From an optimization exercise on the open Yosys and OpenROAD flow, aimed at small area; shortcuts taken in it are not production practice. Function was checked by simulation only, so behaviour that the tests miss may differ from the original. The clock port is modelled as an ideal driver; clocking choices that lean on that would not hold on a real chip. Power and IR drop assume default switching activity.

==> inputs of branch amber <==
==> flow/design.v <==
package decode_pkg;
  localparam logic [3:0] ALU_ADD  = 4'd0;
  localparam logic [3:0] ALU_SUB  = 4'd1;
  localparam logic [3:0] ALU_SLL  = 4'd2;
  localparam logic [3:0] ALU_SLT  = 4'd3;
  localparam logic [3:0] ALU_SLTU = 4'd4;
  localparam logic [3:0] ALU_XOR  = 4'd5;
  localparam logic [3:0] ALU_SRL  = 4'd6;
  localparam logic [3:0] ALU_SRA  = 4'd7;
  localparam logic [3:0] ALU_OR   = 4'd8;
  localparam logic [3:0] ALU_AND  = 4'd9;
  localparam logic [3:0] ALU_NOP  = 4'd15;
  localparam logic [6:0] OPC_RTYPE = 7'b0110011;
  localparam logic [6:0] F7_BASE   = 7'h00;
  localparam logic [6:0] F7_ALT    = 7'h20;
  typedef struct packed {
    logic [3:0] alu_op;
    logic [4:0] rd;
    logic [4:0] rs1;
    logic [4:0] rs2;
    logic       illegal;
  } dec_t;
  function automatic dec_t decode(
    input logic [31:0] ins
  );
    dec_t       d;
    logic [6:0] f7;
    logic [2:0] f3;
    logic       base;
    logic       alt;
    logic       ok;
    f7   = ins[31:25];
    f3   = ins[14:12];
    base = (f7 == F7_BASE);
    alt  = (f7 == F7_ALT);
    ok   = 1'b0;
    d.alu_op = ALU_NOP;
    d.rs1    = ins[19:15];
    d.rs2    = ins[24:20];
    if (ins[6:0] == OPC_RTYPE) begin
      unique case (f3)
        3'd0: begin
          if (base) begin
            d.alu_op = ALU_ADD; ok = 1'b1;
          end else if (alt) begin
            d.alu_op = ALU_SUB; ok = 1'b1;
          end
        end
        3'd1: if (base) begin
          d.alu_op = ALU_SLL; ok = 1'b1;
        end
        3'd2: if (base) begin
          d.alu_op = ALU_SLT; ok = 1'b1;
        end
        3'd3: if (base) begin
          d.alu_op = ALU_SLTU; ok = 1'b1;
        end
        3'd4: if (base) begin
          d.alu_op = ALU_XOR; ok = 1'b1;
        end
        3'd5: begin
          if (base) begin
            d.alu_op = ALU_SRL; ok = 1'b1;
          end else if (alt) begin
            d.alu_op = ALU_SRA; ok = 1'b1;
          end
        end
        3'd6: if (base) begin
          d.alu_op = ALU_OR; ok = 1'b1;
        end
        3'd7: if (base) begin
          d.alu_op = ALU_AND; ok = 1'b1;
        end
      endcase
    end
    if (!ok) d.alu_op = ALU_NOP;
    d.illegal = !ok;
    d.rd      = ok ? ins[11:7] : 5'd0;
    decode = d;
  endfunction
endpackage
module regfile_2r1w #(
  parameter int XLEN  = 32,
  parameter int NREGS = 32
) (
  input  logic            clk,
  input  logic            reset,
  input  logic            we_i,
  input  logic [4:0]      waddr_i,
  input  logic [XLEN-1:0] wdata_i,
  input  logic [4:0]      raddr1_i,
  input  logic [4:0]      raddr2_i,
  output logic [XLEN-1:0] rdata1_o,
  output logic [XLEN-1:0] rdata2_o
);
  logic [XLEN-1:0] mem_q [1:NREGS-1];
  logic [XLEN-1:0] mem_d [1:NREGS-1];
  logic [XLEN-1:0] wdata;
  logic [NREGS-1:1] row_we, sel1, sel2;
  logic            wb_hit, byp1, byp2;
  assign wdata  = wdata_i & {XLEN{~reset}};
  assign wb_hit = we_i && (waddr_i != 5'd0);
  assign byp1   = wb_hit && (waddr_i == raddr1_i);
  assign byp2   = wb_hit && (waddr_i == raddr2_i);
  always_comb begin
    for (int i = 1; i < NREGS; i++) begin
      row_we[i] = (we_i && waddr_i == 5'(i)) || reset;
      sel1[i]   = (raddr1_i == 5'(i)) && !byp1;
      sel2[i]   = (raddr2_i == 5'(i)) && !byp2;
    end
  end
  for (genvar i = 1; i < NREGS; i++) begin : g_row
    for (genvar b = 0; b < XLEN; b++) begin : g_bit
      hold_sel u_h (
        .ld  (row_we[i]),
        .ld_n(~row_we[i]),
        .d   (wdata[b]),
        .q   (mem_q[i][b]),
        .y   (mem_d[i][b])
      );
    end
  end
  always_ff @(posedge clk) begin
    for (int i = 1; i < NREGS; i++) begin
      mem_q[i] <= mem_d[i];
    end
  end
  rf_read #(.XLEN(XLEN)) u_rd1 (
    .mem_i0 (mem_q[1]),
    .mem_i1 (mem_q[2]),
    .mem_i2 (mem_q[3]),
    .mem_i3 (mem_q[4]),
    .mem_i4 (mem_q[5]),
    .mem_i5 (mem_q[6]),
    .mem_i6 (mem_q[7]),
    .mem_i7 (mem_q[8]),
    .mem_i8 (mem_q[9]),
    .mem_i9 (mem_q[10]),
    .mem_i10(mem_q[11]),
    .mem_i11(mem_q[12]),
    .mem_i12(mem_q[13]),
    .mem_i13(mem_q[14]),
    .mem_i14(mem_q[15]),
    .mem_i15(mem_q[16]),
    .mem_i16(mem_q[17]),
    .mem_i17(mem_q[18]),
    .mem_i18(mem_q[19]),
    .mem_i19(mem_q[20]),
    .mem_i20(mem_q[21]),
    .mem_i21(mem_q[22]),
    .mem_i22(mem_q[23]),
    .mem_i23(mem_q[24]),
    .mem_i24(mem_q[25]),
    .mem_i25(mem_q[26]),
    .mem_i26(mem_q[27]),
    .mem_i27(mem_q[28]),
    .mem_i28(mem_q[29]),
    .mem_i29(mem_q[30]),
    .mem_i30(mem_q[31]),
    .sel_i  (sel1),
    .wsel_i (byp1),
    .wdata_i(wdata_i),
    .data_o (rdata1_o)
  );
  rf_read #(.XLEN(XLEN)) u_rd2 (
    .mem_i0 (mem_q[1]),
    .mem_i1 (mem_q[2]),
    .mem_i2 (mem_q[3]),
    .mem_i3 (mem_q[4]),
    .mem_i4 (mem_q[5]),
    .mem_i5 (mem_q[6]),
    .mem_i6 (mem_q[7]),
    .mem_i7 (mem_q[8]),
    .mem_i8 (mem_q[9]),
    .mem_i9 (mem_q[10]),
    .mem_i10(mem_q[11]),
    .mem_i11(mem_q[12]),
    .mem_i12(mem_q[13]),
    .mem_i13(mem_q[14]),
    .mem_i14(mem_q[15]),
    .mem_i15(mem_q[16]),
    .mem_i16(mem_q[17]),
    .mem_i17(mem_q[18]),
    .mem_i18(mem_q[19]),
    .mem_i19(mem_q[20]),
    .mem_i20(mem_q[21]),
    .mem_i21(mem_q[22]),
    .mem_i22(mem_q[23]),
    .mem_i23(mem_q[24]),
    .mem_i24(mem_q[25]),
    .mem_i25(mem_q[26]),
    .mem_i26(mem_q[27]),
    .mem_i27(mem_q[28]),
    .mem_i28(mem_q[29]),
    .mem_i29(mem_q[30]),
    .mem_i30(mem_q[31]),
    .sel_i  (sel2),
    .wsel_i (byp2),
    .wdata_i(wdata_i),
    .data_o (rdata2_o)
  );
endmodule
module rf_read #(
  parameter int XLEN = 32
) (
  input  logic [XLEN-1:0] mem_i0, mem_i1, mem_i2, mem_i3, mem_i4,
  input  logic [XLEN-1:0] mem_i5, mem_i6, mem_i7, mem_i8, mem_i9,
  input  logic [XLEN-1:0] mem_i10, mem_i11, mem_i12, mem_i13, mem_i14,
  input  logic [XLEN-1:0] mem_i15, mem_i16, mem_i17, mem_i18, mem_i19,
  input  logic [XLEN-1:0] mem_i20, mem_i21, mem_i22, mem_i23, mem_i24,
  input  logic [XLEN-1:0] mem_i25, mem_i26, mem_i27, mem_i28, mem_i29,
  input  logic [XLEN-1:0] mem_i30,
  input  logic [31:1]     sel_i,
  input  logic            wsel_i,
  input  logic [XLEN-1:0] wdata_i,
  output logic [XLEN-1:0] data_o
);
  logic [XLEN-1:0] g_n [11];
  for (genvar b = 0; b < XLEN; b++) begin : g_bit
    aoi222 u_g0 (.a(mem_i0[b]), .sa(sel_i[1]), .b(mem_i1[b]), .sb(sel_i[2]), .c(mem_i2[b]), .sc(sel_i[3]), .y_n(g_n[0][b]));
    aoi222 u_g1 (.a(mem_i3[b]), .sa(sel_i[4]), .b(mem_i4[b]), .sb(sel_i[5]), .c(mem_i5[b]), .sc(sel_i[6]), .y_n(g_n[1][b]));
    aoi222 u_g2 (.a(mem_i6[b]), .sa(sel_i[7]), .b(mem_i7[b]), .sb(sel_i[8]), .c(mem_i8[b]), .sc(sel_i[9]), .y_n(g_n[2][b]));
    aoi222 u_g3 (.a(mem_i9[b]), .sa(sel_i[10]), .b(mem_i10[b]), .sb(sel_i[11]), .c(mem_i11[b]), .sc(sel_i[12]), .y_n(g_n[3][b]));
    aoi222 u_g4 (.a(mem_i12[b]), .sa(sel_i[13]), .b(mem_i13[b]), .sb(sel_i[14]), .c(mem_i14[b]), .sc(sel_i[15]), .y_n(g_n[4][b]));
    aoi222 u_g5 (.a(mem_i15[b]), .sa(sel_i[16]), .b(mem_i16[b]), .sb(sel_i[17]), .c(mem_i17[b]), .sc(sel_i[18]), .y_n(g_n[5][b]));
    aoi222 u_g6 (.a(mem_i18[b]), .sa(sel_i[19]), .b(mem_i19[b]), .sb(sel_i[20]), .c(mem_i20[b]), .sc(sel_i[21]), .y_n(g_n[6][b]));
    aoi222 u_g7 (.a(mem_i21[b]), .sa(sel_i[22]), .b(mem_i22[b]), .sb(sel_i[23]), .c(mem_i23[b]), .sc(sel_i[24]), .y_n(g_n[7][b]));
    aoi222 u_g8 (.a(mem_i24[b]), .sa(sel_i[25]), .b(mem_i25[b]), .sb(sel_i[26]), .c(mem_i26[b]), .sc(sel_i[27]), .y_n(g_n[8][b]));
    aoi222 u_g9 (.a(mem_i27[b]), .sa(sel_i[28]), .b(mem_i28[b]), .sb(sel_i[29]), .c(mem_i29[b]), .sc(sel_i[30]), .y_n(g_n[9][b]));
    aoi22 u_g10 (.a(mem_i30[b]), .sa(sel_i[31]), .b(wdata_i[b]), .sb(wsel_i), .y_n(g_n[10][b]));
    assign data_o[b] = ~(g_n[0][b] & g_n[1][b] & g_n[2][b] & g_n[3][b] &
                         g_n[4][b] & g_n[5][b] & g_n[6][b] & g_n[7][b] &
                         g_n[8][b] & g_n[9][b] & g_n[10][b]);
  end
endmodule
module aoi222 (
  input  logic a, sa,
  input  logic b, sb,
  input  logic c, sc,
  output logic y_n
);
  assign y_n = ~((a & sa) | (b & sb) | (c & sc));
endmodule
module aoi22 (
  input  logic a, sa,
  input  logic b, sb,
  output logic y_n
);
  assign y_n = ~((a & sa) | (b & sb));
endmodule
module hold_sel (
  input  logic ld, ld_n,
  input  logic d, q,
  output logic y
);
  assign y = (ld & d) | (ld_n & q);
endmodule
module decode_stage #(
  parameter int XLEN  = 32,
  parameter int NREGS = 32,
  parameter int CNT_W = 8
) (
  input  logic             clk,
  input  logic             reset,
  input  logic             in_valid,
  input  logic [XLEN-1:0]  instruction_code,
  output logic             in_ready,
  input  logic             wb_en,
  input  logic [4:0]       wb_rd,
  input  logic [XLEN-1:0]  wb_data,
  output logic             ex_valid,
  input  logic             ex_ready,
  output logic [3:0]       ex_alu_op,
  output logic [4:0]       ex_rd,
  output logic [XLEN-1:0]  ex_rs1_data,
  output logic [XLEN-1:0]  ex_rs2_data,
  output logic             ex_illegal,
  output logic [CNT_W-1:0] illegal_count
);
  decode_pkg::dec_t dec;
  logic             valid_q;
  logic [3:0]       op_q;
  logic [4:0]       rd_q, rs1_q, rs2_q, ra1, ra2;
  logic             ill_q;
  logic [CNT_W-1:0] cnt_q;
  logic [XLEN-1:0]  a_q, b_q, rf_a, rf_b;
  logic             accept;
  assign dec = decode_pkg::decode(instruction_code[31:0]);
  assign in_ready = !valid_q || ex_ready;
  assign accept   = in_valid && in_ready;
  assign ra1 = accept ? dec.rs1 : rs1_q;
  assign ra2 = accept ? dec.rs2 : rs2_q;
  regfile_2r1w #(
    .XLEN (XLEN),
    .NREGS(NREGS)
  ) u_rf (
    .clk     (clk),
    .reset   (reset),
    .we_i    (wb_en),
    .waddr_i (wb_rd),
    .wdata_i (wb_data),
    .raddr1_i(ra1),
    .raddr2_i(ra2),
    .rdata1_o(rf_a),
    .rdata2_o(rf_b)
  );
  always_ff @(posedge clk) begin
    if (reset) begin
      valid_q <= 1'b0;
      op_q    <= decode_pkg::ALU_NOP;
      rd_q    <= 5'd0;
      ill_q   <= 1'b0;
      cnt_q   <= '0;
    end else begin
      if (accept) begin
        valid_q <= 1'b1;
        op_q    <= dec.alu_op;
        rd_q    <= dec.rd;
        ill_q   <= dec.illegal;
        if (dec.illegal && cnt_q != '1) cnt_q <= cnt_q + CNT_W'(1);
      end else if (ex_ready) begin
        valid_q <= 1'b0;
      end
    end
  end
  always_ff @(posedge clk) begin
    rs1_q <= ra1;
    rs2_q <= ra2;
    a_q   <= rf_a;
    b_q   <= rf_b;
  end
  assign ex_valid      = valid_q;
  assign ex_alu_op     = op_q;
  assign ex_rd         = rd_q;
  assign ex_rs1_data   = a_q;
  assign ex_rs2_data   = b_q;
  assign ex_illegal    = ill_q;
  assign illegal_count = cnt_q;
endmodule
==> flow/run.sh <==
#!/bin/bash
# synth_recipe.tcl (not shown) runs the flow's synth.tcl, then flattens the netlist and writes it again
# the make line also repeats each setting of config.mk as NAME=value (left out here)
make -C /OpenROAD-flow-scripts/flow DESIGN_CONFIG=/design/flow/config.mk WORK_HOME=/design/flow/orfs CLKGATE_MAP_FILE= SYNTH_SCRIPT=/design/flow/synth_recipe.tcl finish
==> flow/config.mk <==
export PLATFORM = sky130hd
export DESIGN_NAME = decode_stage
export DESIGN_NICKNAME = decode_stage
export VERILOG_FILES = /design/flow/design.v
export SDC_FILE = /design/flow/constraint.sdc
export NUM_CORES = 4
export LEC_CHECK = 0
export CAP_MARGIN = 20
export CORE_MARGIN = 2
export CORE_UTILIZATION = 40
export SLEW_MARGIN = 20
export SYNTH_HIERARCHICAL = 1
export SYNTH_MINIMUM_KEEP_SIZE = 0
==> flow/constraint.sdc <==
create_clock -name core_clock -period 4.0 [get_ports {clk}]
set_input_delay 0.8000 -clock core_clock [delete_from_list [all_inputs] [get_ports {clk}]]
set_output_delay 0.8000 -clock core_clock [all_outputs]
set_load 0.01 [all_outputs]
==> inputs of branch pepper, as changes to branch amber <==
==> flow/design.v, changed modules only <==
module regfile_2r1w #(
  parameter int XLEN  = 32,
  parameter int NREGS = 32
) (
  input  logic            clk,
  input  logic            reset,
  input  logic            we_i,
  input  logic [4:0]      waddr_i,
  input  logic [XLEN-1:0] wdata_i,
  input  logic [4:0]      raddr1_i,
  input  logic [4:0]      raddr2_i,
  output logic [XLEN-1:0] rdata1_o,
  output logic [XLEN-1:0] rdata2_o
);
  logic [XLEN-1:0] mem_q [1:NREGS-1];
  logic [XLEN-1:0] mem_d [1:NREGS-1];
  logic [XLEN-1:0] wdata;
  logic [NREGS-1:1] row_we, sel1, sel2;
  assign wdata  = wdata_i & {XLEN{~reset}};
  always_comb begin
    for (int i = 1; i < NREGS; i++) begin
      row_we[i] = (we_i && waddr_i == 5'(i)) || reset;
      sel1[i]   = (raddr1_i == 5'(i));
      sel2[i]   = (raddr2_i == 5'(i));
    end
  end
  for (genvar i = 1; i < NREGS; i++) begin : g_row
    for (genvar b = 0; b < XLEN; b++) begin : g_bit
      hold_sel u_h (
        .ld  (row_we[i]),
        .ld_n(~row_we[i]),
        .d   (wdata[b]),
        .q   (mem_q[i][b]),
        .y   (mem_d[i][b])
      );
    end
  end
  always_ff @(posedge clk) begin
    for (int i = 1; i < NREGS; i++) begin
      mem_q[i] <= mem_d[i];
    end
  end
  rf_read #(.XLEN(XLEN)) u_rd1 (
    .mem_i0 (mem_d[1]),
    .mem_i1 (mem_d[2]),
    .mem_i2 (mem_d[3]),
    .mem_i3 (mem_d[4]),
    .mem_i4 (mem_d[5]),
    .mem_i5 (mem_d[6]),
    .mem_i6 (mem_d[7]),
    .mem_i7 (mem_d[8]),
    .mem_i8 (mem_d[9]),
    .mem_i9 (mem_d[10]),
    .mem_i10(mem_d[11]),
    .mem_i11(mem_d[12]),
    .mem_i12(mem_d[13]),
    .mem_i13(mem_d[14]),
    .mem_i14(mem_d[15]),
    .mem_i15(mem_d[16]),
    .mem_i16(mem_d[17]),
    .mem_i17(mem_d[18]),
    .mem_i18(mem_d[19]),
    .mem_i19(mem_d[20]),
    .mem_i20(mem_d[21]),
    .mem_i21(mem_d[22]),
    .mem_i22(mem_d[23]),
    .mem_i23(mem_d[24]),
    .mem_i24(mem_d[25]),
    .mem_i25(mem_d[26]),
    .mem_i26(mem_d[27]),
    .mem_i27(mem_d[28]),
    .mem_i28(mem_d[29]),
    .mem_i29(mem_d[30]),
    .mem_i30(mem_d[31]),
    .sel_i  (sel1),
    .data_o (rdata1_o)
  );
  rf_read #(.XLEN(XLEN)) u_rd2 (
    .mem_i0 (mem_d[1]),
    .mem_i1 (mem_d[2]),
    .mem_i2 (mem_d[3]),
    .mem_i3 (mem_d[4]),
    .mem_i4 (mem_d[5]),
    .mem_i5 (mem_d[6]),
    .mem_i6 (mem_d[7]),
    .mem_i7 (mem_d[8]),
    .mem_i8 (mem_d[9]),
    .mem_i9 (mem_d[10]),
    .mem_i10(mem_d[11]),
    .mem_i11(mem_d[12]),
    .mem_i12(mem_d[13]),
    .mem_i13(mem_d[14]),
    .mem_i14(mem_d[15]),
    .mem_i15(mem_d[16]),
    .mem_i16(mem_d[17]),
    .mem_i17(mem_d[18]),
    .mem_i18(mem_d[19]),
    .mem_i19(mem_d[20]),
    .mem_i20(mem_d[21]),
    .mem_i21(mem_d[22]),
    .mem_i22(mem_d[23]),
    .mem_i23(mem_d[24]),
    .mem_i24(mem_d[25]),
    .mem_i25(mem_d[26]),
    .mem_i26(mem_d[27]),
    .mem_i27(mem_d[28]),
    .mem_i28(mem_d[29]),
    .mem_i29(mem_d[30]),
    .mem_i30(mem_d[31]),
    .sel_i  (sel2),
    .data_o (rdata2_o)
  );
endmodule
module rf_read #(
  parameter int XLEN = 32
) (
  input  logic [XLEN-1:0] mem_i0, mem_i1, mem_i2, mem_i3, mem_i4,
  input  logic [XLEN-1:0] mem_i5, mem_i6, mem_i7, mem_i8, mem_i9,
  input  logic [XLEN-1:0] mem_i10, mem_i11, mem_i12, mem_i13, mem_i14,
  input  logic [XLEN-1:0] mem_i15, mem_i16, mem_i17, mem_i18, mem_i19,
  input  logic [XLEN-1:0] mem_i20, mem_i21, mem_i22, mem_i23, mem_i24,
  input  logic [XLEN-1:0] mem_i25, mem_i26, mem_i27, mem_i28, mem_i29,
  input  logic [XLEN-1:0] mem_i30,
  input  logic [31:1]     sel_i,
  output logic [XLEN-1:0] data_o
);
  logic [XLEN-1:0] g_n [10];
  for (genvar b = 0; b < XLEN; b++) begin : g_bit
    aoi222 u_g0 (.a(mem_i0[b]), .sa(sel_i[1]), .b(mem_i1[b]), .sb(sel_i[2]), .c(mem_i2[b]), .sc(sel_i[3]), .y_n(g_n[0][b]));
    aoi222 u_g1 (.a(mem_i3[b]), .sa(sel_i[4]), .b(mem_i4[b]), .sb(sel_i[5]), .c(mem_i5[b]), .sc(sel_i[6]), .y_n(g_n[1][b]));
    aoi222 u_g2 (.a(mem_i6[b]), .sa(sel_i[7]), .b(mem_i7[b]), .sb(sel_i[8]), .c(mem_i8[b]), .sc(sel_i[9]), .y_n(g_n[2][b]));
    aoi222 u_g3 (.a(mem_i9[b]), .sa(sel_i[10]), .b(mem_i10[b]), .sb(sel_i[11]), .c(mem_i11[b]), .sc(sel_i[12]), .y_n(g_n[3][b]));
    aoi222 u_g4 (.a(mem_i12[b]), .sa(sel_i[13]), .b(mem_i13[b]), .sb(sel_i[14]), .c(mem_i14[b]), .sc(sel_i[15]), .y_n(g_n[4][b]));
    aoi222 u_g5 (.a(mem_i15[b]), .sa(sel_i[16]), .b(mem_i16[b]), .sb(sel_i[17]), .c(mem_i17[b]), .sc(sel_i[18]), .y_n(g_n[5][b]));
    aoi222 u_g6 (.a(mem_i18[b]), .sa(sel_i[19]), .b(mem_i19[b]), .sb(sel_i[20]), .c(mem_i20[b]), .sc(sel_i[21]), .y_n(g_n[6][b]));
    aoi222 u_g7 (.a(mem_i21[b]), .sa(sel_i[22]), .b(mem_i22[b]), .sb(sel_i[23]), .c(mem_i23[b]), .sc(sel_i[24]), .y_n(g_n[7][b]));
    aoi222 u_g8 (.a(mem_i24[b]), .sa(sel_i[25]), .b(mem_i25[b]), .sb(sel_i[26]), .c(mem_i26[b]), .sc(sel_i[27]), .y_n(g_n[8][b]));
    aoi222 u_g9 (.a(mem_i27[b]), .sa(sel_i[28]), .b(mem_i28[b]), .sb(sel_i[29]), .c(mem_i29[b]), .sc(sel_i[30]), .y_n(g_n[9][b]));
    assign data_o[b] = ~(g_n[0][b] & g_n[1][b] & g_n[2][b] & g_n[3][b] &
                         g_n[4][b] & g_n[5][b] & g_n[6][b] & g_n[7][b] &
                         g_n[8][b] & g_n[9][b]) | (mem_i30[b] & sel_i[31]);
  end
endmodule
module decode_stage #(
  parameter int XLEN  = 32,
  parameter int NREGS = 32,
  parameter int CNT_W = 8
) (
  input  logic             clk,
  input  logic             reset,
  input  logic             in_valid,
  input  logic [XLEN-1:0]  instruction_code,
  output logic             in_ready,
  input  logic             wb_en,
  input  logic [4:0]       wb_rd,
  input  logic [XLEN-1:0]  wb_data,
  output logic             ex_valid,
  input  logic             ex_ready,
  output logic [3:0]       ex_alu_op,
  output logic [4:0]       ex_rd,
  output logic [XLEN-1:0]  ex_rs1_data,
  output logic [XLEN-1:0]  ex_rs2_data,
  output logic             ex_illegal,
  output logic [CNT_W-1:0] illegal_count
);
  decode_pkg::dec_t dec;
  logic             valid_q;
  logic [3:0]       op_q;
  logic [4:0]       rd_q, rs1_q, rs2_q, ra1, ra2;
  logic             ill_q;
  logic [CNT_W-1:0] cnt_q;
  logic [XLEN-1:0]  a_q, b_q, rf_a, rf_b;
  logic             accept, stall;
  assign dec = decode_pkg::decode(instruction_code[31:0]);
  assign in_ready = !valid_q || ex_ready;
  assign accept   = in_valid && in_ready;
  assign stall = valid_q && !ex_ready;
  assign ra1   = stall ? rs1_q : dec.rs1;
  assign ra2   = stall ? rs2_q : dec.rs2;
  regfile_2r1w #(
    .XLEN (XLEN),
    .NREGS(NREGS)
  ) u_rf (
    .clk     (clk),
    .reset   (reset),
    .we_i    (wb_en),
    .waddr_i (wb_rd),
    .wdata_i (wb_data),
    .raddr1_i(ra1),
    .raddr2_i(ra2),
    .rdata1_o(rf_a),
    .rdata2_o(rf_b)
  );
  always_ff @(posedge clk) begin
    if (reset) begin
      valid_q <= 1'b0;
      op_q    <= decode_pkg::ALU_NOP;
      rd_q    <= 5'd0;
      ill_q   <= 1'b0;
      cnt_q   <= '0;
    end else begin
      if (accept) begin
        valid_q <= 1'b1;
        op_q    <= dec.alu_op;
        rd_q    <= dec.rd;
        ill_q   <= dec.illegal;
        if (dec.illegal && cnt_q != '1) cnt_q <= cnt_q + CNT_W'(1);
      end else if (ex_ready) begin
        valid_q <= 1'b0;
      end
    end
  end
  always_ff @(posedge clk) begin
    rs1_q <= ra1;
    rs2_q <= ra2;
    a_q   <= rf_a;
    b_q   <= rf_b;
  end
  assign ex_valid      = valid_q;
  assign ex_alu_op     = op_q;
  assign ex_rd         = rd_q;
  assign ex_rs1_data   = a_q;
  assign ex_rs2_data   = b_q;
  assign ex_illegal    = ill_q;
  assign illegal_count = cnt_q;
endmodule
// module aoi22 removed
==> flow/flow/run.sh (new file) <==
#!/bin/bash
# Layout flow: the standard ORFS flow (standard.sh). The standard
# synthesis runs first, unchanged; the later steps run with these changes:
#  - the port buffers are the smallest buffer, buf_1, instead of the
#    delay cell the resizer picks by default (every port still gets one);
#  - clock tree synthesis clusters up to 25 sinks within 70 um per leaf
#    buffer (sink slew stays near 100 ps) and inserts no dummy loads;
#  - flow/dont_use.tcl, sourced before each placement, clock tree and
#    routing step, keeps the resizer off the largest buffers (buf_8,
#    buf_12, buf_16) and the clock delay cells.
# Each make call writes its output to a log of its own here; ORFS also
# keeps each step's log under orfs/logs/.
set -euo pipefail
cd "$(dirname "$0")/.."
bash standard.sh synth > synth.log 2>&1
export BUFFER_PORTS_ARGS="-inputs -outputs -buffer_cell sky130_fd_sc_hd__buf_1"
export CTS_ARGS="-sink_clustering_enable -repair_clock_nets -dont_use_dummy_load -sink_clustering_size 25 -sink_clustering_max_diameter 70"
DU="$PWD/flow/dont_use.tcl"
export PRE_FLOORPLAN_TCL="$DU" PRE_GLOBAL_PLACE_TCL="$DU" PRE_RESIZE_TCL="$DU" \
       PRE_CTS_TCL="$DU" PRE_GLOBAL_ROUTE_TCL="$DU" PRE_DETAIL_PLACE_TCL="$DU" \
       PRE_REPAIR_TIMING_POST_PLACE_TCL="$DU"
bash standard.sh > layout.log 2>&1
==> flow/flow/dont_use.tcl (new file) <==
# Sourced before each step that sizes or buffers cells: keeps the resizer
# and timing repair off the largest buffers and the clock delay cells, so
# the many high-fanout select nets get small plain buffers.
set_dont_use [get_lib_cells {sky130_fd_sc_hd__buf_8 sky130_fd_sc_hd__buf_12 sky130_fd_sc_hd__buf_16 sky130_fd_sc_hd__clkdlybuf4s*}]
==> flow/standard.sh (new file) <==
#!/bin/bash
# synth_recipe.tcl (not shown) runs the flow's synth.tcl, then flattens the netlist and writes it again
# the make line also repeats each setting of config.mk as NAME=value (left out here)
make -C /OpenROAD-flow-scripts/flow DESIGN_CONFIG=/design/flow/config.mk WORK_HOME=/design/flow/orfs CLKGATE_MAP_FILE= SYNTH_SCRIPT=/design/flow/synth_recipe.tcl "${@:-finish}"
CAP_MARGIN = 5   (was 20)
CORE_UTILIZATION = 52   (was 40)
GPL_TIMING_DRIVEN = 0   (was not set)
SETUP_SLACK_MARGIN = 0.25   (was not set)
SLEW_MARGIN = 5   (was 20)
removed: flow/run.sh
==> summary of the runs <==
Branch amber completed, yet does not pass: setup timing. Branch pepper ran to the end with no violations.
Of branch pepper and branch amber, branch amber has the higher die area (gap 24%, measured against branch amber).
Against branch pepper, the first-iteration DRC count of branch amber is higher by 6.3%.
Wire length: branch pepper is lower than branch amber (about 7%).
In branch amber the sequential share of layout area is lower than in branch pepper, by 8.1 points.
Against branch amber, the global-route usage of branch pepper is higher by 7.7 points.
Between branch amber and branch pepper, the lower final area is in branch pepper (gap about 20%, measured against branch pepper).
In branch amber the combinational power is larger than in branch pepper, by about 23%.
Between branch amber and branch pepper, the lower area after synthesis is in branch pepper (gap about 2.2%, measured against branch pepper).
In branch pepper the power is smaller than in branch amber, by about 24%.
In flip-flop and latch count, branch pepper and branch amber do not differ.
In branch amber the via count is higher than in branch pepper, by 6.7%.
==> figures <==
Worst clock skew on the final layout: branch pepper 0.0442 ns; branch amber 0.0402 ns
Mapped Nets: branch pepper 3,413; branch amber 3,519
GPL Wtd Cong: branch pepper 0.988; branch amber 1.01
Minimum setup slack among reg-to-reg paths: branch pepper 0.23 ns; branch amber 0.15 ns
Final period util: branch pepper 0.948; branch amber 1.00
Multi-input logic cell count: branch pepper 2,203; branch amber 2,299
Global-route usage over all layers: branch pepper 0.429; branch amber 0.352
Post-cts repair resize count: branch pepper 5; branch amber 3
Number of global-route vias before repair: branch pepper 38,300; branch amber 40,000
Mux cell area share after synthesis: branch pepper 0.00221; branch amber 0.000781
Layout-to-synthesis area ratio: branch pepper 1.149x; branch amber 1.362x
Count of antenna diodes in the layout: branch pepper 0; branch amber 4
Post-layout nets: branch pepper 3,779; branch amber 4,421
Number of non-clock buffers: branch pepper 355; branch amber 841
Adder-Cell Fraction of Synth Area: branch pepper 0.000307; branch amber 0.000300
Setup violators final: branch pepper 0; branch amber 1
Worst R2R End: branch pepper a_q[31]; branch amber a_q[3]
Number of buffers inserted during clock tree synthesis: branch pepper 54; branch amber 111
DIE HEIGHT: branch pepper 284 um; branch amber 327 um
Combinational fraction of design power: branch pepper 0.168; branch amber 0.157
Share of cells above drive strength 1: branch pepper 0.115; branch amber 0.249
Result of the run: branch pepper complete, no violations; branch amber failed layout checks
Layout check failures: branch pepper -; branch amber setup timing
Setup TNS: branch pepper 0 ns; branch amber -0.00261 ns

## static timing again, ports no longer ideal
How much do the figures lean on ideal ports? The routed layouts below were timed once more, with nothing changed but the port constraints. Step 1, drivers: a clkbuf_16 drives clk and a buf_2 each remaining input, both assumed. Step 2, shift: input delay + t, output delay - t, t = (earliest + latest rising clock arrival at the registers) / 2. This alone moves slack from input paths to output paths. a / b / c = no drivers / after step 1 / after step 2; a / b = the first two.
run	t, ns	setup WS [ns]	hold WS [ns]	worst setup path after step 2	worst data-port slew with drivers (ns)
branch amber	0.788	-0.003 / 0.052 / -0.737	0.455 / 0.455 / 0.455	input to register	0.08
branch pepper	0.725	0.206 / 0.016 / -0.709	0.353 / 0.313 / 0.481	input to register	0.28
Met with ideal ports but missed after step 2: setup timing in branch pepper. For branch pepper, which loses most, drivers alone change the setup slack by -0.190 ns; drivers and shift together by -0.915 ns.
